From an optimization exercise on the open Yosys and OpenROAD flow, aimed at small area; shortcuts taken in it are not production practice. Only simulation tests tie the RTL to the original design; equivalence was not proved. Power figures rest on the tool's default switching activity, not on a simulated workload.

### flow/config.mk
export PLATFORM = sky130hd
export DESIGN_NAME = cpuTop
export DESIGN_NICKNAME = cpuTop
export VERILOG_FILES = /design/flow/design.v
export SDC_FILE = /design/flow/constraint.sdc
export NUM_CORES = 4
export LEC_CHECK = 0
export ABC_AREA = 1
export CAP_MARGIN = 20
export CORE_MARGIN = 2
export CORE_UTILIZATION = 60
export PLACE_DENSITY = 0.75
export SLEW_MARGIN = 20
### flow/constraint.sdc
create_clock -name core_clock -period 8.0 [get_ports {clk}]
set_input_delay 1.6000 -clock core_clock [delete_from_list [all_inputs] [get_ports {clk}]]
set_output_delay 1.6000 -clock core_clock [all_outputs]
set_load 0.01 [all_outputs]
### flow/design.v
package cpuPkg;
    localparam int XLEN = 32;
    localparam logic [6:0] OP_R      = 7'b0110011;
    localparam logic [6:0] OP_IMM    = 7'b0010011;
    localparam logic [6:0] OP_LOAD   = 7'b0000011;
    localparam logic [6:0] OP_STORE  = 7'b0100011;
    localparam logic [6:0] OP_JAL    = 7'b1101111;
    localparam logic [6:0] OP_JALR   = 7'b1100111;
    localparam logic [6:0] OP_BRANCH = 7'b1100011;
endpackage
`timescale 1ns/10ps
module regFile (
    input  logic       clk,
    input  logic [4:0] rs1,
    input  logic [4:0] rs2,
    input  logic [4:0] rd,
    input  logic       we,
    input  logic       wbit,
    output logic       abit,
    output logic       bbit
);
    logic [31:0] head;
    assign head[0] = 1'b0;
    for (genvar r = 1; r < 32; r++) begin : ring
        logic [31:0] q;
        always_ff @(posedge clk) begin
            q <= {(we && rd == 5'(r)) ? wbit : q[0], q[31:1]};
        end
        assign head[r] = q[0];
    end
    assign abit = head[rs1];
    assign bbit = head[rs2];
endmodule
`timescale 1ns/10ps
import cpuPkg::*;
module cpuTop (
    input  logic        clk,
    input  logic        rst,
    output logic        memReq,
    output logic        memWe,
    output logic [31:0] memAddr,
    output logic [31:0] memWdata,
    input  logic        memAck,
    input  logic [31:0] memRdata,
    output logic        halted
);
    typedef enum logic [2:0] {
        S_INIT, S_FETCH, S_ALIGN1, S_PASS1, S_DATA, S_ALIGN2, S_PASS2, S_HALT
    } stateT;
    stateT       state;
    logic [4:0]  cnt;
    logic        reqQ;
    logic [31:0] addrQ;
    logic [31:0] wdataNQ;    
    logic [4:0]  rdQ;
    logic [1:0]  kindQ;
    logic        storeData;
    logic        carryQ;
    logic        incQ;
    logic        ltQ;
    logic        neqQ;
    logic        first;
    logic        last;
    logic        inInit;
    logic        inPass1;
    logic        inPass2;
    assign first = (cnt == 5'd0);
    assign last = (cnt == 5'd31);
    assign inInit = (state == S_INIT);
    assign inPass1 = (state == S_PASS1);
    assign inPass2 = (state == S_PASS2);
    logic [6:0] op;
    logic [2:0] f3;
    logic isOp, isOpImm, isLoad, isStore, isJal, isJalr, isBranch, isLegal, isSlt;
    assign op = memRdata[6:0];
    assign f3 = memRdata[14:12];
    assign isOp = (op == OP_R);
    assign isOpImm = (op == OP_IMM);
    assign isLoad = (op == OP_LOAD);
    assign isStore = (op == OP_STORE);
    assign isJal = (op == OP_JAL);
    assign isJalr = (op == OP_JALR);
    assign isBranch = (op == OP_BRANCH);
    assign isLegal = isOp | isOpImm | isLoad | isStore | isJal | isJalr | isBranch;
    assign isSlt = (isOp | isOpImm) && f3 == 3'b010;
    logic ldBit;
    logic hiBit;
    logic loBit;
    logic serBit;
    logic [15:0] hiField;
    logic [7:0]  loField;
    assign hiField = {{4{memRdata[31]}}, memRdata[31:20]};
    assign loField = memRdata[14:7];
    assign ldBit = memRdata[cnt];
    assign hiBit = hiField[cnt[3:0]];
    assign loBit = loField[cnt[2:0]];
    always_comb begin
        if (inPass2) begin
            serBit = ldBit;
        end else if (cnt == 5'd0) begin
            serBit = (isBranch || isJal) ? 1'b0 : (isStore ? memRdata[7] : memRdata[20]);
        end else if (cnt[4:3] == 2'b00 && (!cnt[2] || cnt[1:0] == 2'b00)) begin
            serBit = (isStore || isBranch) ? loBit : hiBit;
        end else if (!cnt[4] && !(cnt[3] && (cnt[2] || cnt[1:0] == 2'b11))) begin
            serBit = hiBit;
        end else if (cnt == 5'd11) begin
            serBit = isBranch ? memRdata[7] : (isJal ? memRdata[20] : memRdata[31]);
        end else if (!cnt[4] || cnt[3:2] == 2'b00) begin
            serBit = isJal ? ldBit : memRdata[31];
        end else begin
            serBit = memRdata[31];
        end
    end
    logic aBit;
    logic bBit;
    logic pcBit;
    logic wbit;
    logic we;
    logic [4:0] rs2Sel;
    assign rs2Sel = inPass2 ? rdQ : memRdata[24:20];
    regFile regs (
        .clk(clk), .rs1(memRdata[19:15]), .rs2(rs2Sel), .rd(rdQ),
        .we(we), .wbit(wbit), .abit(aBit), .bbit(bBit)
    );
    assign pcBit = addrQ[0];
    logic x;
    logic y;
    logic yy;
    logic sub;
    logic cin;
    logic sum;
    logic aluRes;
    assign x = (isJal || isBranch) ? pcBit : aBit;
    assign y = isOp ? bBit : serBit;
    assign sub = isOp && f3 == 3'b000 && memRdata[30];
    assign yy = y ^ sub;
    assign cin = first ? sub : carryQ;
    assign sum = x ^ yy ^ cin;
    always_comb begin
        case (f3)
            3'b100:  aluRes = x ^ y;
            3'b110:  aluRes = x | y;
            3'b111:  aluRes = x & y;
            default: aluRes = sum;
        endcase
    end
    logic cy;
    logic diff;
    logic ltIn;
    logic ltFinal;
    logic neqFinal;
    logic taken;
    assign cy = isBranch ? bBit : y;
    assign diff = aBit ^ cy;
    assign ltIn = first ? 1'b0 : ltQ;
    assign ltFinal = diff ? aBit : ltIn;
    assign neqFinal = (first ? 1'b0 : neqQ) | diff;
    always_comb begin
        case (f3)
            3'b000:  taken = !neqFinal;
            3'b001:  taken = neqFinal;
            3'b100:  taken = ltFinal;
            3'b101:  taken = !ltFinal;
            default: taken = 1'b0;
        endcase
        taken = taken && isBranch;
    end
    logic incBit;
    assign incBit = pcBit ^ incQ;
    always_ff @(posedge clk) begin
        carryQ <= (x & yy) | (x & cin) | (yy & cin);
        incQ <= (cnt == 5'd1) | (pcBit & incQ & !last);
        ltQ <= diff ? (last ? aBit : cy) : ltIn;
        neqQ <= neqFinal;
    end
    assign storeData = isStore && memRdata[24:20] != 5'd0;
    always_comb begin
        if (inPass1) begin
            we = ((isOp || isOpImm) && !isSlt) || isJal || isJalr || isStore;
            wbit = (isJal || isJalr || isStore) ? incBit : aluRes;
        end else begin
            we = inPass2 && kindQ != 2'b10;
            case (kindQ)
                2'b00:   wbit = serBit;
                2'b01:   wbit = !wdataNQ[0];
                default: wbit = first & ltQ;
            endcase
        end
    end
    logic addrIn;
    always_comb begin
        if (inPass1) begin
            if (isLoad || isStore || isJal || isJalr) addrIn = sum && !(first && isJalr);
            else addrIn = incBit;
        end else if (inPass2) begin
            case (kindQ)
                2'b01:   addrIn = bBit;
                2'b11:   addrIn = addrQ[0];
                default: addrIn = !wdataNQ[0];
            endcase
        end else begin
            addrIn = 1'b0;
        end
    end
    always_ff @(posedge clk) begin
        if (inInit || inPass1 || inPass2) addrQ <= {addrIn, addrQ[31:1]};
        if (inPass1 || inPass2) begin
            wdataNQ <= {!(storeData ? bBit : (isBranch ? sum : incBit)), wdataNQ[31:1]};
        end
    end
    always_ff @(posedge clk) begin
        if (rst) begin
            state <= S_INIT;
            cnt <= 5'd0;
            reqQ <= 1'b0;
        end else begin
            cnt <= cnt + 5'd1;
            case (state)
                S_INIT: if (last) state <= S_FETCH;
                S_FETCH, S_DATA: begin
                    if (!reqQ) begin
                        if (!memAck) reqQ <= 1'b1;
                    end else if (memAck) begin
                        if (state == S_FETCH && !isLegal) begin
                            reqQ <= 1'b0;
                            state <= S_HALT;
                        end else if (state == S_FETCH) begin
                            state <= last ? S_PASS1 : S_ALIGN1;
                        end else begin
                            state <= last ? S_PASS2 : S_ALIGN2;
                        end
                    end
                end
                S_ALIGN1: if (last) state <= S_PASS1;
                S_ALIGN2: if (last) state <= S_PASS2;
                S_PASS1: if (last) begin
                    reqQ <= 1'b0;
                    if (isLoad || isStore) state <= S_DATA;
                    else if (isSlt || taken) state <= S_PASS2;
                    else state <= S_FETCH;
                end
                S_PASS2: if (last) begin
                    reqQ <= 1'b0;
                    state <= S_FETCH;
                end
                default: state <= S_HALT;
            endcase
        end
    end
    always_ff @(posedge clk) begin
        if (state == S_FETCH && reqQ && memAck) rdQ <= isStore ? memRdata[24:20] : memRdata[11:7];
        if (inPass1) begin
            kindQ <= {!isLoad && !storeData, !isLoad && !(isStore && !storeData) && !isBranch};
        end
    end
    assign memReq = reqQ;
    assign memWe = (kindQ == 2'b01 || kindQ == 2'b10) && state == S_DATA;
    assign memAddr = addrQ;
    assign memWdata = ~(wdataNQ | {32{kindQ == 2'b10}});
    assign halted = (state == S_HALT);
endmodule
### flow/flow/run.sh
#!/bin/bash
# The standard layout (standard.sh), with two changes:
#  - ports are buffered with buf_1 instead of the default buffer cell;
#  - clock tree synthesis without dummy loads.
# Each tool's output goes to standard.log in this folder; ORFS's own per-step
# logs stay under orfs/logs/.
set -o pipefail
export BUFFER_PORTS_ARGS="-buffer_cell sky130_fd_sc_hd__buf_1"
export CTS_ARGS="-sink_clustering_enable -repair_clock_nets -dont_use_dummy_load -buf_list sky130_fd_sc_hd__clkbuf_4 -sink_clustering_size 12 -sink_clustering_max_diameter 40"
bash standard.sh > standard.log 2>&1
### flow/standard.sh
#!/bin/bash
# synth_recipe.tcl (not shown) runs the flow's synth.tcl, then flattens the netlist and writes it again
# the make line also repeats each setting of config.mk as NAME=value (left out here)
make -C /OpenROAD-flow-scripts/flow DESIGN_CONFIG=/design/flow/config.mk WORK_HOME=/design/flow/orfs CLKGATE_MAP_FILE= SYNTH_SCRIPT=/design/flow/synth_recipe.tcl "${@:-finish}"
==> run_results.csv, run 1 <==
group,metric,value,unit
detailed_routing,via_per_inst,4.78,
place,hpwl,26300,µm
critical_path,rrSetupSlack,3470,ps
power,peakVddDrop,0.000212,V
place,dp.cells,2323,
global_routing,grt_pass1_wl,61600,µm
finish,nets,1943,
flow_run,cap_violations,0,
critical_path,cp.arrival,5610,ps
synthesis,syn-instance-count,1704,
global_routing,grt_max_degree,34,
critical_path,critPathBufInv,4,
timing,setup_viol,0,
critical_path,slowest_delay,850,ps
timing,timing.setup.tns,0,ps
min_path,worstHoldPathCells,0,
critical_path,cp.depth,19,
synthesis,async_reset_ff_frac,0,
power,seqPwrFrac,0.692,
floorplanning,die_x,210,µm
timing,drv_slew,0,
synthesis,synth_top_flop_cell,"dfxtp_1",
timing,fin_skew,103,ps
power,power.leakage,10.9,nW
critical_path,cp_top_family,"compound AO/OA/AOI/OAI gates",
synthesis,synth_top_cell_by_area,"dfxtp_1",
clock_network,cts_setup_buffers,0,
power,p_int,6.40,mW
synthesis,synth_area_leaders,"dfxtp_1 (79%), edfxtp_1 (8.4%), nand2_1 (2.1%), inv_1 (1.4%), nor2_1 (1.4%)",
place,post-place-ws,2180,ps
timing,fin_ws,3070,ps
critical_path,end_kind,"flip-flop",
timing,tightest_slew,1040,ps
finish,fin_cells,2435,
clock_network,htree_levels,3,
floorplanning,die-area,43900,µm²
synthesis,synth_fp_nets,1753,
synthesis,netlist_area,25400,µm²
synthesis,yosysMostFrequentCell,"dfxtp_1",
synthesis,synth_top_cells_by_count,"dfxtp_1 (1005), nand2_1 (141), inv_1 (93), nor2_1 (93), edfxtp_1 (71)",
place,io_buffers,101,
detailed_routing,num_vias,11600,
finish,synthToLayoutAreaGrowth,7.03,%
min_path,hp-class,"reg -> reg",
detailed_routing,drt-total-wl,39500,µm
min_path,min_from,"regs.ring[17].q[25]$_DFF_P_",
place,gp_congestion,0.831,
synthesis,synth-edff-count,71,
floorplanning,dieHeight,210,µm
critical_path,critPathLaunchType,"input pin",
floorplanning,core,41900,µm²
finish,final_layout_size_suffix_gt1_frac,0.0751,
critical_path,crit_slowest_cell,"o21ai_2",
clock_network,ctsHoldBuffers,0,
synthesis,ys_types,47,
clock_network,path_clk_slew,100,ps
detailed_routing,drt_iter0_drc,774,
power,switchingPower,1.87,mW
timing,hold_viol,0,
power,power.density,305,nW/µm²
timing,min_period,4930,ps
clock_network,cts_resized,0,
clock_network,clk_path_buf_depth,3,
synthesis,ys_warn_count,2,
outcome,status,"no timing/DRC/antenna violations",
power,finalPower,8.27,mW
critical_path,path_common_cell,"nand3_1",
critical_path,r2r_start,"state[0]$_SDFFE_PP0P_",
detailed_routing,drc_errors,0,
detailed_routing,wl_per_cell,16.2,µm
global_routing,grt_overflow,0,
synthesis,yosys.area.top_type_share,0.793,
synthesis,ys_ff_latch,1076,
timing,rsz0062_at_grt,"no",
clock_network,cts_tree,"yes",
power,combPwrFrac,0.060,
critical_path,startpoint,"memRdata[20]",
critical_path,r2r.worst_path.cells,20,
floorplanning,rows,75,
timing,fin_crit_sh,0.616,
global_routing,grt_pass1_vias,11500,
timing,slew_headroom,0.307,
synthesis,ys_seq_area_frac,0.877,
clock_network,clk_latency,860,ps
critical_path,crit_chain,"buf_1, inv_1, o21ai_2, nand2_1, o211ai_1, nand3_1, nand3_1, nand3_1, nand2_2, inv_2, nand2_2, nand2_1, xnor2_1, fa_1, o21ai_0, o21ai_0, o21ai_2, buf_4, o31ai_1",
timing,fmax,203,MHz
detailed_routing,drt.antenna.violating_nets,0,
clock_network,cts.sinks,1076,
global_routing,antenna_found_initial,4,
synthesis,synth.avg_cell_area,14.9,µm²
global_routing,grt_usage,0.185,
detailed_routing,dr.pass1.iters,5,
critical_path,criticalPathCategory,"in -> reg",
power,p_clk_frac,0.248,
finish,post-route-util,0.649,
clock_network,cts-root-buf,"clkbuf_4",
clock_network,cts_made_buffers,108,
floorplanning,io_pins,102,
floorplanning,start_util,0.606,
power,p_sw_frac,0.226,
critical_path,cp_max_fo,31,
critical_path,worstPathRequired,8680,ps
==> kinds of logic (layout without fill, tap and decap cells) <==
| kind of cell | count (synthesis) | in the layout | share of synthesized area |
|---|---|---|---|
| flip-flops | 1076 | 1076 | 0.877 |
| AND/OR/NAND/NOR | 333 | 333 | 0.0569 |
| adder cells (fa/ha/maj) | 14 | 14 | 0.00720 |
| other | 0 | 4 | 0 |
| multiplexers | 13 | 13 | 0.00518 |
| buffers and inverters | 125 | 313 | 0.0202 |
| XOR/XNOR | 1 | 1 | 0.000345 |
| AO/OA/AOI/OAI | 142 | 142 | 0.0332 |
==> sequential cells by signal, summed over array words and instances, names as in the netlist <==
| signal | count |
|---|---|
| regs.ring.q | 992 |
| addrQ | 32 |
| wdataNQ | 32 |
| cnt | 5 |
| rdQ | 5 |
| state | 3 |
| kindQ | 2 |
| carryQ | 1 |
| incQ | 1 |
| ltQ | 1 |
| neqQ | 1 |
| reqQ | 1 |
==> placed cells by master, fill, tap and decap left out, types with 2 or more instances in the layout <==
cell      synthesis  routed
o31ai_1          10      10
nand3_1          69      69
dfxtp_1        1005    1005
nand2_2           6       6
a21oi_2           2       2
nor4_1            4       4
nand4_1           3       3
mux2i_1          12      12
o21a_1            4       4
nand3_2           5       5
buf_1             1     101
ha_1             13      12
nor2_1           93      93
buf_4             2       5
o21ai_2           3       4
nand3b_1          3       3
clkbuf_4          0     108
edfxtp_1         71      71
o21ai_1           6       6
diode_2           0       4
inv_1            93      93
nand2_1         141     141
o211ai_1         15      15
inv_2             5       5
a21oi_1          32      32
o21ai_0          58      57
nor3_1            6       6
==> final timing paths <==
check	to
hold reg to reg	regs.ring[17].q[24]$_DFF_P_
hold / removal	regs.ring[17].q[24]$_DFF_P_
setup reg to reg	regs.ring[13].q[31]$_DFF_P_
setup / recovery	regs.ring[13].q[31]$_DFF_P_
==> power groups by stage <==
| stage | Combinational, mW | Clock, mW | Sequential (mW) |
|---|---|---|---|
| floorplan | 0.274 | 0 | 5.86 |
| global placement | 0.491 | 0 | 5.84 |
| detailed placement | 0.497 | 0 | 5.84 |
| CTS | 0.497 | 2.14 | 5.72 |
| global route | 0.551 | 2.33 | 5.74 |
| finish | 0.496 | 2.05 | 5.72 |
==> routing by layer <==
layer,track usage,wire (µm),part of all wire,up-vias
li1,-,-,-,5820
met1,0.250,18800,0.48,5437
met4,0.0758,1040,0.026,0
met2,0.287,17600,0.45,306
met5,0,0,0,-
met3,0.0476,2060,0.052,83
==> stage by stage <==
step	instance area (µm²)	hold slack, ps
final	27200	278
after global routing	27200	278
after CTS	27100	282
after detailed placement	26300	312
after global placement	26300	310
after floorplan	25400	310
==> final cells by class <==
class | count | area [µm²]
Antenna cell | 4 | 10.0
Clock buffer | 108 | 811
Fill cell | 2971 | 14700
Inverter | 99 | 377
Multi-Input combinational cell | 503 | 2610
Sequential cell | 1076 | 22300
Tap cell | 539 | 674
Timing Repair Buffer | 106 | 417
==> run 2, diff against run 1 <==
==> flow/flow/run.sh (replaced) <==
#!/bin/bash
# The standard layout (standard.sh) with these changes:
#  - synthesis maps the logic with an area-oriented ABC script
#    (flow/synth_area.tcl wraps synth_recipe.tcl; registers are untouched);
#  - ports are buffered with buf_1 instead of the default buffer cell;
#  - clock tree synthesis with small leaf buffers and no dummy loads.
# The whole make output goes to standard.log in this folder; ORFS's own
# per-step logs stay under orfs/logs/.
set -o pipefail
export FLOW_FLOW_DIR=$PWD
export BUFFER_PORTS_ARGS="-buffer_cell sky130_fd_sc_hd__buf_1"
export CTS_ARGS="-sink_clustering_enable -repair_clock_nets -dont_use_dummy_load -buf_list sky130_fd_sc_hd__clkbuf_4 -sink_clustering_size 12 -sink_clustering_max_diameter 40"
sed "s#SYNTH_SCRIPT=[^ ]*#SYNTH_SCRIPT=$PWD/flow/synth_area.tcl#" standard.sh > standard_area.sh
bash standard_area.sh > standard.log 2>&1
==> flow/flow/abc_area.script (new file) <==
strash
balance
rewrite
refactor
balance
rewrite
rewrite -z
balance
refactor -z
rewrite -z
balance
dch -f
amap -m
==> flow/flow/synth_area.tcl (new file) <==
# The standard flow's synthesis script (synth_recipe.tcl, which runs ORFS's synth.tcl)
# with one change: the combinational mapping step uses an area-oriented
# ABC script (flow/abc_area.script) instead of ORFS's delay-driven one.
# Flip-flop mapping, flattening and renaming are the standard flow's own.
proc abc {args} {
  set out {}
  set skip 0
  foreach a $args {
    if {$skip} { set skip 0; continue }
    if {$a eq "-script" || $a eq "-D" || $a eq "-constr"} { set skip 1; continue }
    lappend out $a
  }
  yosys abc -script $::env(FLOW_FLOW_DIR)/flow/abc_area.script {*}$out
}
source $::env(FLOW_FLOW_DIR)/synth_recipe.tcl
==> run 2 against run 1 <==
Net effect:
- clock skew decreased by 5.2 ps
- critical path depth is 9 higher
- clock-buffer cell count shrank 2
- highest routed layer is now met5
- fmax decreased by 20%
- still clean on timing, DRC and antenna
==> run_results.csv, run 2 <==
group,metric,value,unit
timing,fin_skew,98.1,ps
timing,fmax,162,MHz
timing,hold_viol,0,
global_routing,grt_overflow,0,
clock_network,cts-root-buf,"clkbuf_4",
timing,slew_headroom,0.358,
timing,tightest_slew,960,ps
detailed_routing,drt.antenna.violating_nets,0,
synthesis,synth_top_cells_by_count,"dfxtp_1 (1005), nor2_1 (134), edfxtp_1 (71)",
outcome,status,"no timing/DRC/antenna violations",
finish,final_layout_size_suffix_gt1_frac,0.0653,
global_routing,met3_usage,0.0456,
critical_path,worstPathRequired,8630,ps
synthesis,synth-edff-count,71,
synthesis,async_reset_ff_frac,0,
floorplanning,rows,74,
detailed_routing,drt-total-wl,38600,µm
synthesis,ys_seq_area_frac,0.898,
synthesis,synth_top_cell_by_area,"dfxtp_1",
power,power.density,313,nW/µm²
critical_path,criticalPathCategory,"in -> reg",
timing,timing.setup.tns,0,ps
global_routing,antenna_found_initial,5,
floorplanning,start_util,0.607,
global_routing,grt_usage,0.183,
floorplanning,die-area,42900,µm²
place,gp_congestion,0.912,
clock_network,path_clk_slew,110,ps
finish,reg.largest.list,"regs.ring.q: 992 flops, addrQ: 32 flops, wdataNQ: 32 flops",
detailed_routing,via_per_inst,4.87,
place,post-place-ws,1120,ps
detailed_routing,dr.pass1.iters,5,
global_routing,grt_pass1_wl,61100,µm
clock_network,clk_path_buf_depth,3,
critical_path,cp.arrival,6810,ps
critical_path,critPathLaunchType,"input pin",
global_routing,grt_max_degree,34,
synthesis,yosysMostFrequentCell,"dfxtp_1",
synthesis,yosys.area.top_type_share,0.812,
synthesis,netlist_area,24800,µm²
finish,largest_reg_flops,992,
clock_network,cts_setup_buffers,0,
finish,postLayoutCellArea,26700,µm²
floorplanning,core,40800,µm²
global_routing,grt_pass1_vias,11400,
timing,setup_viol,0,
synthesis,synth_fp_nets,1585,
timing,drv_slew,0,
clock_network,ctsHoldBuffers,0,
global_routing,met2_usage,0.281,
clock_network,cts_resized,0,
clock_network,cts_tree,"yes",
floorplanning,die_x,207,µm
synthesis,synth.avg_cell_area,16.1,µm²
detailed_routing,wl_per_cell,16.9,µm
global_routing,use_met1,0.251,
clock_network,cts_made_buffers,106,
clock_network,cts.sinks,1076,
finish,mostFrequentLayoutCells,"dfxtp_1 (1005), nor2_1 (134), clkbuf_4 (106), buf_1 (101), edfxtp_1 (71)",
floorplanning,dieHeight,207,µm
detailed_routing,num_vias,11100,
synthesis,ys_types,44,
synthesis,synth_area_leaders,"dfxtp_1 (81%), edfxtp_1 (8.6%), nor2_1 (2.0%), a21oi_1 (1.1%), clkinv_1 (0.91%)",
synthesis,ys_ff_latch,1076,
flow_run,cap_violations,0,
timing,fin_crit_sh,0.772,
clock_network,htree_levels,3,
detailed_routing,drt_iter0_drc,690,
timing,min_period,6180,ps
power,peakVddDrop,0.000210,V
synthesis,ys_warn_count,2,
detailed_routing,drc_errors,0,
min_path,hp-class,"reg -> reg",
power,power.leakage,10.2,nW
critical_path,end_kind,"flip-flop",
place,dp.cells,2172,
floorplanning,io_pins,102,
place,hpwl,25400,µm
place,io_buffers,101,
synthesis,synth_top_flop_cell,"dfxtp_1",
global_routing,grt-busiest-layer,"met2",
synthesis,syn-instance-count,1536,
place,dpl_cell_area,25800,µm²
finish,fin_cells,2286,
finish,mostFrequentLayoutCell,"dfxtp_1",
finish,nets,1798,
timing,fin_ws,1820,ps
timing,rsz0062_at_grt,"no",
finish,post-route-util,0.653,
finish,synthToLayoutAreaGrowth,7.70,%
critical_path,cp_max_fo,17,
finish,regMostFlops,"regs.ring.q",
clock_network,clk_latency,840,ps
[run 2: cell types whose count changed after synthesis, sizes merged, moves of 13 or more]
| cell | change |
|---|---|
| nand2 | -128 |
| inv | -98 |
| nand3 | -60 |
| clkinv | +59 |
| o21ai | -49 |
| nor2 | +41 |
| a221oi | +21 |
| a21oi | +19 |
| o221ai | +19 |
| clkbuf | -14 |
| nor3 | +14 |
| o211ai | -13 |
[run 2: per-stage QoR]
stage	total power [mW]	hold slack, ps
after floorplan	6.21	310
after global placement	6.44	310
after detailed placement	6.46	312
after CTS	8.45	265
after global routing	8.73	270
final	8.35	279
[run 2: area by class of cell]
cell class	count	area [µm²]
fill	2841	14200
antenna	7	17.5
clock buffer	106	796
tap	532	666
inverter	60	225
timing repair buffer	106	424
sequential	1076	22300
multi-input combinational	399	2300
[run 2: logic make-up (layout without fill, tap and decap cells)]
| kind of cell | count (synthesis) | after routing | share of synthesized area |
|---|---|---|---|
| buffers and inverters | 61 | 272 | 0.00939 |
| AND/OR/NAND/NOR | 213 | 213 | 0.0367 |
| AO/OA/AOI/OAI | 172 | 172 | 0.0484 |
| other | 0 | 7 | 0 |
| adder cells (fa/ha/maj) | 14 | 14 | 0.00737 |
| flip-flops | 1076 | 1076 | 0.898 |
[run 2: critical path, stage by stage]
cell	delay (ps)
buf_1	500
clkinv_1	590
a22oi_1	320
nor2_1	60
a21oi_1	140
o2111ai_1	120
o32ai_1	180
nor2_1	80
a211oi_1	190
o221ai_1	150
o21a_1	140
nor2_1	80
nor3_1	50
nor2_1	160
nor2_1	60
a21oi_1	250
clkinv_1	150
o22ai_1	270
nor2_1	100
a21o_1	210
a21oi_1	160
clkinv_1	110
a32o_1	260
a311oi_1	270
o32ai_1	140
nor2_1	190
o221ai_1	130
o211a_1	120
[run 2: path summary, 6_finish.rpt]
check | startpoint | to | slack [ps] | cells past startpoint
max | memRdata[15] | state[2]$_SDFFE_PP0P_ | 1820 | 28
min | regs.ring[11].q[3]$_DFF_P_ | regs.ring[11].q[2]$_DFF_P_ | 280 | 0
max reg2reg | state[1]$_SDFFE_PP0P_ | state[2]$_SDFFE_PP0P_ | 1850 | 25
min reg2reg | regs.ring[11].q[3]$_DFF_P_ | regs.ring[11].q[2]$_DFF_P_ | 280 | 0
[run 2: per-layer routing]
metal | up-vias | part of all wire
li1 | 5529 | -
met1 | 5254 | 0.48
met2 | 278 | 0.45
met3 | 76 | 0.048
met4 | 2 | 0.030
met5 | - | 0.00034
[run 2: power by group]
part           switching [mW]  internal (mW)
combinational           0.397          0.172
clock                    1.40          0.610
sequential              0.107           5.66
==> run 3, diff against run 2 <==
--- a/flow/design.v
+++ b/flow/design.v
@@ -47,3 +47,4 @@
     typedef enum logic [2:0] {
-        S_INIT, S_FETCH, S_ALIGN1, S_PASS1, S_DATA, S_ALIGN2, S_PASS2, S_HALT
+        S_FETCH = 3'b000, S_DATA = 3'b001, S_PASS1 = 3'b010, S_PASS2 = 3'b011,
+        S_INIT = 3'b100, S_HALT = 3'b101
     } stateT;
@@ -226,6 +227,4 @@
                             state <= S_HALT;
-                        end else if (state == S_FETCH) begin
-                            state <= last ? S_PASS1 : S_ALIGN1;
-                        end else begin
-                            state <= last ? S_PASS2 : S_ALIGN2;
+                        end else if (last) begin
+                            state <= (state == S_FETCH) ? S_PASS1 : S_PASS2;
                         end
@@ -233,4 +232,2 @@
                 end
-                S_ALIGN1: if (last) state <= S_PASS1;
-                S_ALIGN2: if (last) state <= S_PASS2;
                 S_PASS1: if (last) begin
--- a/flow/flow/run.sh
+++ b/flow/flow/run.sh
@@ -3,3 +3,4 @@
 #  - synthesis maps the logic with an area-oriented ABC script
-#    (flow/synth_area.tcl wraps synth_recipe.tcl; registers are untouched);
+#    (flow/synth_area.tcl wraps synth_recipe.tcl; registers are untouched)
+#    and leaves adders to ABC instead of mapping them to adder cells first;
 #  - ports are buffered with buf_1 instead of the default buffer cell;
@@ -12,3 +13,3 @@
 export CTS_ARGS="-sink_clustering_enable -repair_clock_nets -dont_use_dummy_load -buf_list sky130_fd_sc_hd__clkbuf_4 -sink_clustering_size 12 -sink_clustering_max_diameter 40"
-sed "s#SYNTH_SCRIPT=[^ ]*#SYNTH_SCRIPT=$PWD/flow/synth_area.tcl#" standard.sh > standard_area.sh
+sed "s#SYNTH_SCRIPT=[^ ]*#SYNTH_SCRIPT=$PWD/flow/synth_area.tcl ADDER_MAP_FILE=#" standard.sh > standard_area.sh
 bash standard_area.sh > standard.log 2>&1
==> run 3 against run 2 <==
Net effect:
- still clean
- clock skew is 7.5 ps lower
- sequential cell count unchanged
- critical path depth shrank 3
- largest power group unchanged
- highest routed layer is now met4
==> run_results.csv, run 3 <==
group,metric,value,unit
floorplanning,rows,74,
global_routing,use_met1,0.248,
critical_path,critPathBufInv,6,
timing,tightest_slew,899,ps
place,gp_congestion,0.886,
timing,whs,273,ps
global_routing,grt_usage,0.176,
clock_network,cts_resized,0,
clock_network,clk_path_buf_depth,3,
power,switchingPower,1.75,mW
timing,min_period,6220,ps
place,post-place-ws,1380,ps
power,combPwrFrac,0.047,
critical_path,end_kind,"flip-flop",
detailed_routing,drt_iter0_drc,643,
power,power.density,304,nW/µm²
detailed_routing,dr.pass1.iters,7,
critical_path,cp.arrival,6840,ps
synthesis,synth-edff-count,71,
clock_network,cts_setup_buffers,0,
timing,drv_slew,0,
timing,slew_headroom,0.396,
critical_path,cp_top_family,"compound AO/OA/AOI/OAI gates",
min_path,worstHoldPathCells,0,
finish,fin_cells,2279,
critical_path,r2r.worst_path.cells,25,
detailed_routing,num_vias,11000,
finish,regMostFlops,"regs.ring.q",
power,peakVddDrop,0.000180,V
clock_network,cts_tree,"yes",
critical_path,r2r_end,"regs.ring[10].q[31]$_DFF_P_",
place,io_buffers,101,
timing,setup_viol,0,
clock_network,cts-root-buf,"clkbuf_4",
detailed_routing,drt-total-wl,36700,µm
power,seqPwrFrac,0.704,
synthesis,synth.avg_cell_area,16.0,µm²
finish,multi_input_area,2120,µm²
detailed_routing,via_per_inst,4.85,
finish,final_layout_size_suffix_gt1_frac,0.0648,
detailed_routing,drc_errors,0,
global_routing,antenna_found_initial,2,
clock_network,clk_latency,820,ps
clock_network,cts.sinks,1076,
synthesis,synth_top_cells_by_count,"dfxtp_1 (1005), nor2_1 (137), edfxtp_1 (71)",
global_routing,grt_pass1_vias,10900,
synthesis,synth_fp_nets,1569,
critical_path,criticalPathCategory,"reg -> reg",
timing,rsz0062_at_grt,"no",
detailed_routing,wl_per_cell,16.1,µm
synthesis,async_reset_ff_frac,0,
detailed_routing,drt.antenna.violating_nets,0,
outcome,status,"no timing/DRC/antenna violations",
flow_run,cap_violations,0,
power,p_sw_frac,0.217,
synthesis,ys_types,36,
power,power.leakage,10.1,nW
min_path,min_to,"regs.ring[25].q[23]$_DFF_P_",
clock_network,ctsHoldBuffers,0,
floorplanning,start_util,0.605,
clock_network,htree_levels,3,
critical_path,critPathLaunchType,"flip-flop",
critical_path,worstPathRequired,8620,ps
min_path,min_from,"regs.ring[25].q[24]$_DFF_P_",
power,finalPower,8.04,mW
floorplanning,dieHeight,206,µm
critical_path,slowest_delay,650,ps
floorplanning,core,40600,µm²
finish,nets,1781,
min_path,hp-class,"reg -> reg",
timing,fin_ws,1780,ps
timing,fmax,161,MHz
synthesis,ys_warn_count,2,
global_routing,grt-busiest-layer,"met2",
floorplanning,die_x,206,µm
place,hpwl,23700,µm
floorplanning,die-area,42600,µm²
timing,timing.setup.tns,0,ps
timing,hold_viol,0,
synthesis,ys_seq_area_frac,0.905,
finish,mostFrequentLayoutCell,"dfxtp_1",
clock_network,cts_made_buffers,105,
synthesis,syn-instance-count,1534,
critical_path,rrSetupSlack,1780,ps
synthesis,synth_top_cell_by_area,"dfxtp_1",
finish,postLayoutCellArea,26500,µm²
synthesis,ys_ff_latch,1076,
global_routing,grt_max_degree,35,
finish,largest_reg_flops,992,
global_routing,grt_pass1_wl,57200,µm
synthesis,yosysMostFrequentCell,"dfxtp_1",
place,dpl_cell_area,25700,µm²
clock_network,path_clk_slew,110,ps
synthesis,synth_top_flop_cell,"dfxtp_1",
global_routing,met3_usage,0.0416,
finish,synthToLayoutAreaGrowth,7.66,%
finish,reg.largest.list,"regs.ring.q: 992 flops, addrQ: 32 flops, wdataNQ: 32 flops",
global_routing,grt_overflow,0,
power,p_clk_frac,0.249,
critical_path,crit_slowest_cell,"o22ai_1",
timing,fin_skew,90.6,ps
critical_path,r2r_start,"state[1]$_SDFFE_PP0P_",
synthesis,synth_area_leaders,"dfxtp_1 (82%), edfxtp_1 (8.7%), nor2_1 (2.1%), a21oi_1 (1.0%), clkinv_1 (0.90%)",
floorplanning,io_pins,102,
finish,seq_area,22300,µm²
timing,fin_crit_sh,0.778,
synthesis,netlist_area,24600,µm²
power,p_int,6.29,mW
finish,mostFrequentLayoutCells,"dfxtp_1 (1005), nor2_1 (134), clkbuf_4 (105), buf_1 (101), edfxtp_1 (71)",
finish,fill_cells,2824,
global_routing,met2_usage,0.267,
synthesis,yosys.area.top_type_share,0.818,
critical_path,cp_max_fo,31,
finish,post-route-util,0.651,
place,dp.cells,2171,
==> run 3: power groups by stage <==
stage	Clock, mW	Sequential [mW]	Combinational [mW]
after floorplan	0	5.80	0.182
after global placement	0	5.78	0.376
after detailed placement	0	5.78	0.378
after CTS	2.11	5.66	0.378
after global routing	2.31	5.68	0.425
final	2.00	5.66	0.378
==> run 3: cell families (layout without fill, tap and decap cells) <==
| kind of cell | count (synthesis) | in the layout | share of synthesized area |
|---|---|---|---|
| AO/OA/AOI/OAI | 173 | 173 | 0.0473 |
| other | 0 | 3 | 0 |
| buffers and inverters | 60 | 270 | 0.00931 |
| AND/OR/NAND/NOR | 225 | 225 | 0.0386 |
| flip-flops | 1076 | 1076 | 0.905 |
==> run 3: worst reg2reg max path: stages (launching register included) <==
cell and delay, ps:
dfxtp_1 400, clkinv_1 160, nor2_2 150, clkinv_1 120
nor2_1 450, clkinv_1 350, o22ai_1 650, clkinv_1 470
a221oi_1 320, nor3_1 90, nor3_1 210, a211oi_1 70
a21oi_1 430, clkinv_1 170, nand2_1 90, o21ai_0 160
o22ai_1 290, nor2_1 90, a21oi_1 170, nor2_1 70
a21oi_1 290, a21oi_1 80, o221a_1 250, nor2_2 110
buf_4 320, a21oi_1 130
==> run 3: worst max-delay path by stage <==
stage,from,to,slack [ps],cells after the start
2_1_floorplan,state[1]$_SDFFE_PP0P_,regs.ring[1].q[31]$_DFF_P_,400,24
4_1_cts,state[1]$_SDFFE_PP0P_,regs.ring[10].q[31]$_DFF_P_,1880,25
3_3_place_gp,memRdata[0],regs.ring[17].q[31]$_DFF_P_,1480,21
6_report,state[1]$_SDFFE_PP0P_,regs.ring[10].q[31]$_DFF_P_,1780,25
3_5_place_dp,memRdata[0],regs.ring[2].q[31]$_DFF_P_,1380,21
5_1_grt,state[1]$_SDFFE_PP0P_,state[1]$_SDFFE_PP0P_,1250,28
==> run 3: layer usage <==
metal	wire, µm	share of wire
met5	0	0
met4	754	0.021
met3	2290	0.062
met2	16000	0.44
met1	17700	0.48
==> run 3: layout make-up <==
cell class                 count  area share
sequential                  1076       0.840
inverter                      59     0.00837
multi-input combinational    398      0.0802
timing repair buffer         106      0.0157
clock buffer                 105      0.0298
tap                          532      0.0251
antenna                        3    0.000284
==> run 4, diff against run 3 <==
--- a/flow/design.v
+++ b/flow/design.v
@@ -22,2 +22,6 @@
     logic [31:0] head;
+    logic [3:0]  selLo;
+    logic [7:0]  selHi;
+    assign selLo = we ? (4'b1 << rd[1:0]) : 4'b0;
+    assign selHi = 8'b1 << rd[4:2];
     assign head[0] = 1'b0;
@@ -26,3 +30,3 @@
         always_ff @(posedge clk) begin
-            q <= {(we && rd == 5'(r)) ? wbit : q[0], q[31:1]};
+            q <= {(selHi[r / 4] && selLo[r % 4]) ? wbit : q[0], q[31:1]};
         end
==> run 4 against run 3 <==
Net effect:
- still clean
- via count increased by 0.33%
- die area decreased by 0.23%
- first-iteration DRC count decreased by 0.93%
- routed wire length decreased by 1.1%
- combinational power is 3% lower
- total power increased by 0.22%
- cell count fell by 0.35%
- sequential cell count stayed put
- sequential share of layout area rose by 0.18 points
- fmax decreased by 5.3%
- clock power barely moved
==> run_results.csv, run 4 <==
group,metric,value,unit
finish,synthToLayoutAreaGrowth,7.68,%
global_routing,grt_usage,0.174,
synthesis,synth_fp_nets,1560,
floorplanning,core,40600,µm²
floorplanning,start_util,0.605,
floorplanning,dieHeight,206,µm
critical_path,r2r_end,"regs.ring[8].q[31]$_DFF_P_",
synthesis,async_reset_ff_frac,0,
synthesis,yosysMostFrequentCell,"dfxtp_1",
finish,nets,1772,
critical_path,rrSetupSlack,1430,ps
critical_path,r2r.worst_path.cells,20,
detailed_routing,via_per_inst,4.88,
finish,regMostFlops,"regs.ring.q",
critical_path,critPathLaunchType,"flip-flop",
clock_network,ctsHoldBuffers,0,
place,post-place-ws,1250,ps
synthesis,synth_top_cells_by_count,"dfxtp_1 (1005), nor2_1 (150), edfxtp_1 (71)",
floorplanning,rows,74,
synthesis,synth_area_leaders,"dfxtp_1 (82%), edfxtp_1 (8.7%), nor2_1 (2.3%), a21oi_1 (1.0%), clkinv_1 (0.75%)",
clock_network,cts_made_buffers,107,
synthesis,ys_warn_count,2,
synthesis,syn-instance-count,1525,
clock_network,htree_levels,3,
detailed_routing,wl_per_cell,16.0,µm
global_routing,grt_pass1_wl,56500,µm
critical_path,startpoint,"state[1]$_SDFFE_PP0P_",
timing,hold_viol,0,
finish,postLayoutCellArea,26400,µm²
clock_network,cts_resized,0,
synthesis,ys_seq_area_frac,0.907,
critical_path,crit_chain,"clkinv_1, nor2_2, clkinv_1, nor2_1, clkinv_1, o22ai_1, clkinv_1, o311ai_0, nand3_1, a32oi_1, a21oi_1, o22ai_1, nor2_1, a21oi_1, nor2_1, a21oi_1, a21oi_1, o221ai_1, o21a_1, a21oi_1",
global_routing,met2_usage,0.264,
clock_network,cts_tree,"yes",
timing,fin_skew,81.5,ps
detailed_routing,num_vias,11100,
place,dpl_cell_area,25600,µm²
synthesis,ys_ff_latch,1076,
finish,mostFrequentLayoutCells,"dfxtp_1 (1005), nor2_1 (148), clkbuf_4 (107), buf_1 (101), edfxtp_1 (71)",
clock_network,clk_path_buf_depth,3,
finish,final_layout_size_suffix_gt1_frac,0.0646,
clock_network,path_clk_slew,100,ps
timing,fin_crit_sh,0.822,
synthesis,synth_top_cell_by_area,"dfxtp_1",
outcome,status,"no timing/DRC/antenna violations",
finish,seq_area,22300,µm²
floorplanning,die_x,206,µm
detailed_routing,drt.antenna.violating_nets,0,
global_routing,use_met1,0.238,
timing,rsz0062_at_grt,"no",
global_routing,grt_pass1_vias,10900,
power,power.density,305,nW/µm²
floorplanning,die-area,42500,µm²
place,hpwl,23700,µm
power,power.leakage,10.1,nW
timing,timing.setup.tns,0,ps
global_routing,grt_overflow,0,
place,gp_congestion,0.858,
timing,tightest_slew,1100,ps
clock_network,clk_latency,820,ps
critical_path,path_common_cell,"a21oi_1",
synthesis,yosys.area.top_type_share,0.820,
finish,multi_input_area,2100,µm²
critical_path,worstPathRequired,8580,ps
timing,min_period,6570,ps
synthesis,synth-edff-count,71,
finish,post-route-util,0.651,
critical_path,worstSetupEndpoint,"regs.ring[8].q[31]$_DFF_P_",
min_path,hp-class,"reg -> reg",
flow_run,cap_violations,0,
critical_path,cp.arrival,7160,ps
global_routing,grt_max_degree,35,
synthesis,synth_top_flop_cell,"dfxtp_1",
detailed_routing,drt-total-wl,36300,µm
place,dp.cells,2160,
critical_path,criticalPathCategory,"reg -> reg",
finish,reg.largest.list,"regs.ring.q: 992 flops, addrQ: 32 flops, wdataNQ: 32 flops",
power,finalPower,8.06,mW
timing,drv_slew,0,
finish,largest_reg_flops,992,
synthesis,ys_types,36,
critical_path,slowest_delay,890,ps
global_routing,grt-busiest-layer,"met2",
critical_path,end_kind,"flip-flop",
timing,whs,264,ps
timing,setup_viol,0,
floorplanning,io_pins,102,
critical_path,crit_slowest_cell,"o21a_1",
finish,fill_cells,2839,
detailed_routing,drc_errors,0,
finish,mostFrequentLayoutCell,"dfxtp_1",
timing,slew_headroom,0.265,
critical_path,r2r_start,"state[1]$_SDFFE_PP0P_",
clock_network,cts.sinks,1076,
critical_path,cp_max_fo,31,
synthesis,synth.avg_cell_area,16.1,µm²
global_routing,antenna_found_initial,5,
timing,fin_ws,1430,ps
detailed_routing,dr.pass1.iters,5,
global_routing,met3_usage,0.0448,
detailed_routing,drt_iter0_drc,637,
timing,fmax,152,MHz
finish,fin_cells,2271,
synthesis,netlist_area,24500,µm²
clock_network,cts-root-buf,"clkbuf_4",
place,io_buffers,101,
power,peakVddDrop,0.000190,V
clock_network,cts_setup_buffers,0,
==> run 4: final cells by class <==
class | instances | share of cell area
Antenna cell | 4 | 0.000379
Clock buffer | 107 | 0.0304
Inverter | 49 | 0.00696
Multi-Input combinational cell | 399 | 0.0795
Sequential cell | 1076 | 0.842
Tap cell | 532 | 0.0252
Timing Repair Buffer | 104 | 0.0152
==> run 4: critical path: cells and delay by family, from the launching register on <==
kind,cells,cell delay [ps]
buf+inv,4,1090
flops,1,410
compound gates,11,3940
simple gates,5,930
==> run 4: layer usage <==
layer,vias up,routed length [µm]
met2,351,15900
li1,5473,-
met1,5179,17000
met4,2,882
met5,-,17
met3,79,2560
==> run 4: logic make-up (layout without fill, tap and decap cells) <==
| family | count (synthesis) | after routing | synth area share |
|---|---|---|---|
| flops | 1076 | 1076 | 0.907 |
| compound gates | 167 | 167 | 0.0460 |
| other cells | 0 | 4 | 0 |
| simple gates | 232 | 232 | 0.0393 |
| buf+inv | 50 | 260 | 0.00780 |
==> run 4: how the worst min path moves through the flow <==
stage / start / end / slack [ps] / depth (start not counted)
after floorplan: regs.ring[10].q[1]$_DFF_P_ / regs.ring[10].q[0]$_DFF_P_ / 310 / 0
after global placement: regs.ring[19].q[1]$_DFF_P_ / regs.ring[19].q[0]$_DFF_P_ / 310 / 0
after detailed placement: regs.ring[24].q[7]$_DFF_P_ / regs.ring[24].q[6]$_DFF_P_ / 310 / 0
after CTS: regs.ring[11].q[26]$_DFF_P_ / regs.ring[11].q[25]$_DFF_P_ / 250 / 0
after global routing: regs.ring[20].q[25]$_DFF_P_ / regs.ring[20].q[24]$_DFF_P_ / 250 / 0
final: regs.ring[15].q[18]$_DFF_P_ / regs.ring[15].q[17]$_DFF_P_ / 260 / 0
==> run 4: power by group <==
group	switching [mW]	leakage [nW]	internal, mW
Clock	1.42	0.492	0.615
Combinational	0.260	0.809	0.106
Sequential	0.0807	8.77	5.58
==> run 5, diff against run 4 <==
--- a/flow/design.v
+++ b/flow/design.v
@@ -22,6 +22,2 @@
     logic [31:0] head;
-    logic [3:0]  selLo;
-    logic [7:0]  selHi;
-    assign selLo = we ? (4'b1 << rd[1:0]) : 4'b0;
-    assign selHi = 8'b1 << rd[4:2];
     assign head[0] = 1'b0;
@@ -30,3 +26,3 @@
         always_ff @(posedge clk) begin
-            q <= {(selHi[r / 4] && selLo[r % 4]) ? wbit : q[0], q[31:1]};
+            q <= {(we && rd == 5'(r)) ? wbit : q[0], q[31:1]};
         end
--- a/flow/flow/run.sh
+++ b/flow/flow/run.sh
@@ -12,3 +12,3 @@
 export BUFFER_PORTS_ARGS="-buffer_cell sky130_fd_sc_hd__buf_1"
-export CTS_ARGS="-sink_clustering_enable -repair_clock_nets -dont_use_dummy_load -buf_list sky130_fd_sc_hd__clkbuf_4 -sink_clustering_size 12 -sink_clustering_max_diameter 40"
+export CTS_ARGS="-sink_clustering_enable -repair_clock_nets -dont_use_dummy_load -buf_list sky130_fd_sc_hd__clkbuf_4 -sink_clustering_size 14 -sink_clustering_max_diameter 30"
 sed "s#SYNTH_SCRIPT=[^ ]*#SYNTH_SCRIPT=$PWD/flow/synth_area.tcl ADDER_MAP_FILE=#" standard.sh > standard_area.sh
==> run 5 against run 4 <==
Net effect:
- area after synthesis up 0.23%
- setup slack improved by 320 ps
- total power increased by 0.66%
- critical path depth increased by 5
- first-iteration DRC count fell by 2.8%
- combinational power increased by 3%
- sequential power is essentially flat
- synthesized cell count rose by 0.59%
- sequential cell count unchanged
- clock power grew 2%
- via count about the same
- fmax increased by 5.2%
- critical path type unchanged
- critical endpoint is now regs.ring[10].q[31]$_DFF_P_
==> run_results.csv, run 5 <==
group,metric,value,unit
timing,setup_viol,0,
timing,tightest_slew,840,ps
floorplanning,start_util,0.605,
power,p_clk_frac,0.255,
clock_network,cts_tree,"yes",
critical_path,worstPathRequired,8600,ps
detailed_routing,wl_per_cell,16.1,µm
finish,final_layout_size_suffix_gt1_frac,0.0701,
finish,nets,1791,
global_routing,grt_pass1_wl,57300,µm
synthesis,synth.avg_cell_area,16.0,µm²
timing,drv_slew,0,
timing,fin_ws,1750,ps
timing,whs,247,ps
global_routing,grt_pass1_vias,10900,
clock_network,ctsHoldBuffers,0,
floorplanning,io_pins,102,
synthesis,synth_top_flop_cell,"dfxtp_1",
timing,fmax,160,MHz
place,io_buffers,101,
detailed_routing,num_vias,11100,
timing,fin_crit_sh,0.781,
finish,post-route-util,0.653,
clock_network,path_clk_slew,120,ps
critical_path,critPathLaunchType,"flip-flop",
synthesis,netlist_area,24600,µm²
synthesis,ys_seq_area_frac,0.905,
finish,mostFrequentLayoutCell,"dfxtp_1",
power,seqPwrFrac,0.698,
finish,largest_reg_flops,992,
critical_path,cp.arrival,6850,ps
detailed_routing,dr.pass1.iters,7,
outcome,status,"no timing/DRC/antenna violations",
clock_network,htree_levels,3,
global_routing,grt_max_degree,35,
timing,rsz0062_at_grt,"no",
synthesis,synth_top_cell_by_area,"dfxtp_1",
timing,hold_viol,0,
global_routing,antenna_found_initial,1,
finish,regMostFlops,"regs.ring.q",
synthesis,ys_types,36,
power,combPwrFrac,0.047,
timing,timing.setup.tns,0,ps
place,dpl_cell_area,25700,µm²
synthesis,synth_top_cells_by_count,"dfxtp_1 (1005), nor2_1 (137), edfxtp_1 (71)",
clock_network,cts_resized,0,
synthesis,ys_ff_latch,1076,
synthesis,synth-edff-count,71,
clock_network,cts-root-buf,"clkbuf_4",
place,post-place-ws,1380,ps
power,switchingPower,1.76,mW
timing,min_period,6250,ps
synthesis,synth_fp_nets,1569,
critical_path,criticalPathCategory,"reg -> reg",
floorplanning,rows,74,
clock_network,clk_path_buf_depth,3,
timing,slew_headroom,0.436,
critical_path,end_kind,"flip-flop",
synthesis,synth_area_leaders,"dfxtp_1 (82%), edfxtp_1 (8.7%), nor2_1 (2.1%), a21oi_1 (1.0%), clkinv_1 (0.90%)",
power,power.density,306,nW/µm²
finish,reg.largest.list,"regs.ring.q: 992 flops, addrQ: 32 flops, wdataNQ: 32 flops",
synthesis,syn-instance-count,1534,
floorplanning,core,40600,µm²
global_routing,grt_usage,0.176,
critical_path,cp_max_fo,31,
clock_network,cts.sinks,1076,
detailed_routing,drt_iter0_drc,619,
place,hpwl,23700,µm
flow_run,cap_violations,0,
min_path,hp-class,"reg -> reg",
detailed_routing,via_per_inst,4.84,
place,gp_congestion,0.886,
floorplanning,die-area,42600,µm²
power,p_int,6.35,mW
finish,postLayoutCellArea,26500,µm²
floorplanning,dieHeight,206,µm
power,power.leakage,10.1,nW
detailed_routing,drt.antenna.violating_nets,0,
detailed_routing,drt-total-wl,37000,µm
timing,fin_skew,95.0,ps
synthesis,yosysMostFrequentCell,"dfxtp_1",
synthesis,async_reset_ff_frac,0,
power,p_sw_frac,0.217,
floorplanning,die_x,206,µm
clock_network,clk_latency,810,ps
synthesis,yosys.area.top_type_share,0.818,
finish,synthToLayoutAreaGrowth,7.95,%
power,peakVddDrop,0.000192,V
synthesis,ys_warn_count,2,
detailed_routing,drc_errors,0,
clock_network,cts_made_buffers,115,
global_routing,grt_overflow,0,
finish,mostFrequentLayoutCells,"dfxtp_1 (1005), nor2_1 (134), clkbuf_4 (115), buf_1 (101), edfxtp_1 (71)",
clock_network,cts_setup_buffers,0,
==> run 5: changes by cell type in the layout (fill, tap and decap cells not counted), sizes merged, moves of 3 or more <==
cell | before | now
nand2 | 26 | 29
o22ai | 22 | 25
clkinv | 49 | 59
o221ai | 15 | 19
a221o | 6 | 1
clkbuf | 107 | 115
nand3 | 22 | 12
a31oi | 7 | 10
o21ai | 16 | 19
or3 | 2 | 6
nor2 | 150 | 137
o221a | 0 | 4
nor3 | 18 | 26
==> run 5: metal layers <==
| metal | share of wire | wire (µm) | vias up | GRT usage |
|---|---|---|---|---|
| met5 | 0 | 0 | - | 0 |
| met4 | 0.016 | 584 | 0 | 0.0684 |
| met3 | 0.063 | 2330 | 41 | 0.0408 |
| met2 | 0.43 | 16000 | 326 | 0.266 |
| met1 | 0.49 | 18000 | 5199 | 0.247 |
| li1 | - | - | 5515 | - |
==> run 5: power groups by stage <==
stage,Clock (mW),Sequential [mW],Combinational [mW]
2_1_floorplan,0,5.80,0.182
3_3_place_gp,0,5.78,0.376
3_5_place_dp,0,5.78,0.378
4_1_cts,2.17,5.66,0.378
5_1_grt,2.38,5.68,0.425
6_report,2.07,5.66,0.378
==> run 5: cells by family after synthesis <==
| kind of cell | Yosys count | synth area share |
|---|---|---|
| AO/OA/AOI/OAI | 173 | 0.0473 |
| AND/OR/NAND/NOR | 225 | 0.0386 |
| buffers and inverters | 60 | 0.00931 |
| flip-flops | 1076 | 0.905 |
==> run 5: final timing paths <==
kind | startpoint | endpoint | slack, ps | cells after the start
worst min-delay path | regs.ring[25].q[14]$_DFF_P_ | regs.ring[25].q[13]$_DFF_P_ | 250 | 0
worst min register to register | regs.ring[25].q[14]$_DFF_P_ | regs.ring[25].q[13]$_DFF_P_ | 250 | 0
worst max register to register | state[1]$_SDFFE_PP0P_ | regs.ring[10].q[31]$_DFF_P_ | 1750 | 25
worst max-delay path | state[1]$_SDFFE_PP0P_ | regs.ring[10].q[31]$_DFF_P_ | 1750 | 25
==> run 5: final cells by class <==
cell class / count / area, µm²
Antenna cell: 2 / 5.00
Tap cell: 532 / 666
Sequential cell: 1076 / 22300
Timing Repair Buffer: 106 / 417
Inverter: 59 / 221
Fill cell: 2819 / 14100
Clock buffer: 115 / 863
Multi-Input combinational cell: 398 / 2120
==> run 5: per-stage QoR <==
| step | total power [mW] | std cells |
|---|---|---|
| 3_3_place_gp | 6.15 | 2171 |
| 2_1_floorplan | 5.98 | 1534 |
| 3_5_place_dp | 6.16 | 2171 |
| 6_report | 8.11 | 2288 |
| 4_1_cts | 8.21 | 2286 |
| 5_1_grt | 8.48 | 2287 |
==> run 5: critical path, cell delays in order, from the launching register on <==
cell and delay [ps]:
dfxtp_1 400, clkinv_1 150, nor2_2 150, clkinv_1 130
nor2_1 460, clkinv_1 340, o22ai_1 660, clkinv_1 480
a221oi_1 320, nor3_1 90, nor3_1 210, a211oi_1 70
a21oi_1 420, clkinv_1 170, nand2_1 90, o21ai_0 170
o22ai_1 290, nor2_1 90, a21oi_1 170, nor2_1 70
a21oi_1 270, a21oi_1 90, o221a_1 250, nor2_2 120
buf_4 340, a21oi_1 120

separate check: timing with driven ports:
The results above use ideal ports. As a check the final layouts listed here were re-extracted and re-timed, cells and wires unchanged.
Step 1: set_driving_cell puts a clkbuf_16 on clk and a buf_2 on each other input, an assumption about the parent block.
Step 2 also shifts input and output timing later by t, the mid clock arrival at the registers, as if the neighbouring blocks saw the same clock.
Slacks: ideal / step 1 / step 2; pairs: ideal / step 1.
| run | t, ns | slack for setup (ns) | cell pins on the clock port's net |
|---|---|---|---|
| run 1 | 0.865 | 3.069 / 3.074 / 2.210 | 1 |
| run 2 | 0.835 | 1.822 / 1.786 / 0.951 | 1 |
| run 3 | 0.818 | 1.775 / 1.775 / 1.301 | 1 |
| run 4 | 0.823 | 1.427 / 1.427 / 1.078 | 1 |
| run 5 | 0.802 | 1.751 / 1.751 / 1.257 | 1 |
After both steps setup and hold are still met in every run listed. For run 2, which loses most, drivers alone change the setup slack by -0.036 ns; drivers and shift together by -0.871 ns.
